This is an optimization exercise on Yosys and OpenROAD, whose aim is small area, a short achievable clock period and few clock cycles per item, not a production implementation. Function was checked by simulation only, so behaviour that the tests miss may differ from the original. Power and IR drop assume default switching activity.

## job 101
// mcu_exec_core
module mcu_exec_core #(
  parameter int OP_SZ  = 32,
  parameter int MEM_SZ = 4
) (
  input  logic              clk,
  input  logic              reset,
  input  logic              in_valid,
  output logic              in_ready,
  input  logic [3:0]        op_code,
  input  logic [MEM_SZ-1:0] op0,
  input  logic [MEM_SZ-1:0] op1,
  input  logic [MEM_SZ-1:0] op2,
  input  logic [OP_SZ-1:0]  wdata,
  output logic [OP_SZ-1:0]  out,
  output logic              done,
  output logic              carry,
  output logic              zero,
  output logic              err
);
Size in the first run: about 2900 cells after synthesis, about 640 flip-flops, ~88 I/O pins.
==> flow/config.mk <==
export PLATFORM = sky130hd
export DESIGN_NAME = mcu_exec_core
export DESIGN_NICKNAME = mcu_exec_core
export VERILOG_FILES = /design/flow/design.v
export SDC_FILE = /design/flow/constraint.sdc
export NUM_CORES = 4
export LEC_CHECK = 0
export CAP_MARGIN = 20
export CORE_MARGIN = 2
export CORE_UTILIZATION = 50
export CTS_CLUSTER_DIAMETER = 80
export CTS_CLUSTER_SIZE = 30
export SETUP_SLACK_MARGIN = 2.0
export SLEW_MARGIN = 20
==> flow/constraint.sdc <==
create_clock -name core_clock -period 5.0 [get_ports {clk}]
set_input_delay 1.0000 -clock core_clock [delete_from_list [all_inputs] [get_ports {clk}]]
set_output_delay 1.0000 -clock core_clock [all_outputs]
set_load 0.01 [all_outputs]
standard.sh (not shown) runs the stock make flow with config.mk's settings and CLKGATE_MAP_FILE= SYNTH_SCRIPT=/design/flow/synth_recipe.tcl, a recipe that flattens the netlist after the stock synthesis.
==> flow/flow/run.sh <==
#!/bin/bash
# Own layout flow: the standard ORFS flow (standard.sh, unchanged
# synthesis script) with more cells left unused. Besides the platform's own
# don't-use list, slow cells are kept out of synthesis and repair: 3- and
# 4-input OR/NOR/AND and the complex gates with long series stacks, 3-input
# XOR, mux4, and the delay cells that port buffering would otherwise pick
# (so each port gets a plain buffer).
set -euo pipefail
PLATFORM_DONT_USE="sky130_fd_sc_hd__probe_p_8 sky130_fd_sc_hd__probec_p_8 sky130_fd_sc_hd__lpflow_bleeder_1 sky130_fd_sc_hd__lpflow_clkbufkapwr_1 sky130_fd_sc_hd__lpflow_clkbufkapwr_16 sky130_fd_sc_hd__lpflow_clkbufkapwr_2 sky130_fd_sc_hd__lpflow_clkbufkapwr_4 sky130_fd_sc_hd__lpflow_clkbufkapwr_8 sky130_fd_sc_hd__lpflow_clkinvkapwr_1 sky130_fd_sc_hd__lpflow_clkinvkapwr_16 sky130_fd_sc_hd__lpflow_clkinvkapwr_2 sky130_fd_sc_hd__lpflow_clkinvkapwr_4 sky130_fd_sc_hd__lpflow_clkinvkapwr_8 sky130_fd_sc_hd__lpflow_decapkapwr_12 sky130_fd_sc_hd__lpflow_decapkapwr_3 sky130_fd_sc_hd__lpflow_decapkapwr_4 sky130_fd_sc_hd__lpflow_decapkapwr_6 sky130_fd_sc_hd__lpflow_decapkapwr_8 sky130_fd_sc_hd__lpflow_inputiso0n_1 sky130_fd_sc_hd__lpflow_inputiso0p_1 sky130_fd_sc_hd__lpflow_inputiso1n_1 sky130_fd_sc_hd__lpflow_inputiso1p_1 sky130_fd_sc_hd__lpflow_inputisolatch_1 sky130_fd_sc_hd__lpflow_isobufsrc_1 sky130_fd_sc_hd__lpflow_isobufsrc_16 sky130_fd_sc_hd__lpflow_isobufsrc_2 sky130_fd_sc_hd__lpflow_isobufsrc_4 sky130_fd_sc_hd__lpflow_isobufsrc_8 sky130_fd_sc_hd__lpflow_isobufsrckapwr_16 sky130_fd_sc_hd__lpflow_lsbuf_lh_hl_isowell_tap_1 sky130_fd_sc_hd__lpflow_lsbuf_lh_hl_isowell_tap_2 sky130_fd_sc_hd__lpflow_lsbuf_lh_hl_isowell_tap_4 sky130_fd_sc_hd__lpflow_lsbuf_lh_isowell_4 sky130_fd_sc_hd__lpflow_lsbuf_lh_isowell_tap_1 sky130_fd_sc_hd__lpflow_lsbuf_lh_isowell_tap_2 sky130_fd_sc_hd__lpflow_lsbuf_lh_isowell_tap_4 "
EXTRA_DONT_USE="$(tr '\n' ' ' < flow/dont_use.txt)"
bash standard.sh "DONT_USE_CELLS=$PLATFORM_DONT_USE $EXTRA_DONT_USE" finish > standard_flow.log 2>&1
Other scripts of this flow, unchanged in this note and not shown: flow/flow/dont_use.txt
Testbench counts of job 101, summed over its fixed seeds: cycles 12,016, items 12,000.
Relative to job 101, the following input files were edited for job 102:
- CTS_CLUSTER_DIAMETER: 80 -> unset
- CTS_CLUSTER_SIZE: 30 -> unset
--- outcome ---
For number of resized instances in the post-cts repair step, dividing the value from job 101 by the value from job 102 gives 0.811.
Non-clock buffer count sits higher in job 102 than in job 101.
Compared with job 101, count of clock-buffer cells in the layout in job 102 increased by more than 100%.
[compare] base=job 101 new=job 102: final area climbed about 3.3%; worst setup slack now larger; power after layout rose by 1800 µW.

* * *

## the previous run
mcu_exec_core again, from the RTL that the note above started with.
export LEC_CHECK = 0
export CAP_MARGIN = 20
export CORE_MARGIN = 2
export CORE_UTILIZATION = 50
export CTS_CLUSTER_DIAMETER = 80
export CTS_CLUSTER_SIZE = 30
export SETUP_SLACK_MARGIN = 2.2
export SLEW_MARGIN = 20
create_clock -name core_clock -period 5.0 [get_ports {clk}]
==> flow/flow/dont_use.txt <==
sky130_fd_sc_hd__or4*
sky130_fd_sc_hd__nor4*
sky130_fd_sc_hd__and4*
sky130_fd_sc_hd__o41*
sky130_fd_sc_hd__a41*
sky130_fd_sc_hd__o311*
sky130_fd_sc_hd__a311*
sky130_fd_sc_hd__o2111*
sky130_fd_sc_hd__a2111*
sky130_fd_sc_hd__or3*
sky130_fd_sc_hd__xor3*
sky130_fd_sc_hd__xnor3*
sky130_fd_sc_hd__clkdlybuf4s*
sky130_fd_sc_hd__dlygate*
sky130_fd_sc_hd__dlymetal*
sky130_fd_sc_hd__mux4*
sky130_fd_sc_hd__o32*
sky130_fd_sc_hd__a32*
sky130_fd_sc_hd__nor3*
sky130_fd_sc_hd__and3*
sky130_fd_sc_hd__a2bb2*
sky130_fd_sc_hd__o2bb2*
sky130_fd_sc_hd__a222*
Scripts as last shown in full above: flow/flow/run.sh
The previous run completed every stage of the flow, and the final layout passed the timing, design-rule and antenna checks.
Testbench counts of the previous run, summed over its fixed seeds: cycles 12,016, items 12,000.
Modified inputs, the current run compared to the previous run
- changing CTS_CLUSTER_DIAMETER from 80 to 60
- changing CORE_UTILIZATION from 50 to 40
- changing CTS_CLUSTER_SIZE from 30 to 25
[summary]
The current run vs the previous run — final antenna diode count dropped 6.
Looking at clock period minus worst slack, the current run sits below the previous run.
In the metrics for the current run and the previous run, the one carrying the higher count of non-CTS buffers in the layout is the current run.
Cmp the current run and the previous run / core utilization / higher: the previous run
The current run against the previous run; placeable core area is up by more than a quarter.
Comparing the current run and the previous run, the higher cell area is on the current run.
The previous run → the current run: part of the total power dissipated in the clock network up 2.4 points, layout filler cell count increased by 1876 relative to the old numbers, wire length -3.3%, tap cell count shows an increase of 205.

* * *

Starting RTL as in the previous note.
==> flow/config.mk <==
export PLATFORM = sky130hd
export DESIGN_NAME = mcu_exec_core
export DESIGN_NICKNAME = mcu_exec_core
export VERILOG_FILES = /design/flow/design.v
export SDC_FILE = /design/flow/constraint.sdc
export NUM_CORES = 4
export LEC_CHECK = 0
export CAP_MARGIN = 20
export CORE_MARGIN = 2
export CORE_UTILIZATION = 40
export CTS_CLUSTER_DIAMETER = 80
export CTS_CLUSTER_SIZE = 30
export SETUP_SLACK_MARGIN = 2.2
export SLEW_MARGIN = 20
==> flow/constraint.sdc <==
create_clock -name core_clock -period 5.0 [get_ports {clk}]
set_input_delay 1.0000 -clock core_clock [delete_from_list [all_inputs] [get_ports {clk}]]
set_output_delay 1.0000 -clock core_clock [all_outputs]
set_load 0.01 [all_outputs]
Scripts as last shown in full above: flow/flow/run.sh, flow/flow/dont_use.txt
The starting point finished clean.
Testbench counts at the start, summed over its fixed seeds: cycles 12,016, items 12,000.
Change:
--- a/flow/config.mk
+++ b/flow/config.mk
@@ -11,3 +11 @@
-export CTS_CLUSTER_DIAMETER = 80
-export CTS_CLUSTER_SIZE = 30
-export SETUP_SLACK_MARGIN = 2.2
+export SETUP_SLACK_MARGIN = 2.0
What happened:
- sequential power hardly moves
- power went up by roughly a tenth
- die area does not change
- register-to-register slack is worse by 0.28 ns
- cell count fell by a few percent
Change:
--- a/flow/config.mk
+++ b/flow/config.mk
@@ -11 +11,3 @@
-export SETUP_SLACK_MARGIN = 2.0
+export CTS_CLUSTER_DIAMETER = 60
+export CTS_CLUSTER_SIZE = 25
+export SETUP_SLACK_MARGIN = 2.3
What happened: The new run completed without violations; setup slack improves by 0.28 ns; clock power falls by 27%; critical path depth rises by 3.

afterwards: timing with drivers on the ports:
In the flow no input, the clock included, has a driving cell. The finished layouts below were timed again as built, in two steps. Step 1 sets driving cells, clkbuf_16 on the clock port and buf_2 on the other inputs (assumed; they add their load-dependent delay and slew). Step 2, shift: input delay + t, output delay - t, t = (earliest + latest rising clock arrival at the registers) / 2. This alone moves slack from input paths to output paths. a / b / c = ideal ports / drivers / drivers and shift; a / b = the first two.
run | shift t [ns] | setup WS [ns] | latest minus earliest clock arrival (ns) | slew at the worst register clock pin (ns) | worst data-port slew with drivers (ns)
job 101 | 0.717 | 1.860 / 1.860 / 1.201 | 0.034 / 0.034 | 0.12 / 0.12 | 0.09
job 102 | 0.671 | 1.964 / 1.965 / 1.328 | 0.034 / 0.033 | 0.07 / 0.07 | 0.09
the previous run | 0.711 | 2.051 / 2.051 / 1.443 | 0.034 / 0.034 | 0.11 / 0.11 | 0.08
the current run | 0.659 | 2.136 / 2.136 / 1.545 | 0.023 / 0.023 | 0.10 / 0.10 | 0.07
the first run of note 3 | 0.696 | 2.109 / 2.109 / 1.494 | 0.029 / 0.029 | 0.12 / 0.12 | 0.06
the second run of note 3 | 0.663 | 1.824 / 1.824 / 1.385 | 0.033 / 0.033 | 0.07 / 0.07 | 0.06
the third run of note 3 | 0.663 | 2.101 / 2.101 / 1.438 | 0.037 / 0.037 | 0.11 / 0.11 | 0.19
After both steps every run listed still meets setup and hold. For the third run of note 3, which loses most, drivers alone change the setup slack by 0.000 ns; drivers and shift together by -0.663 ns.
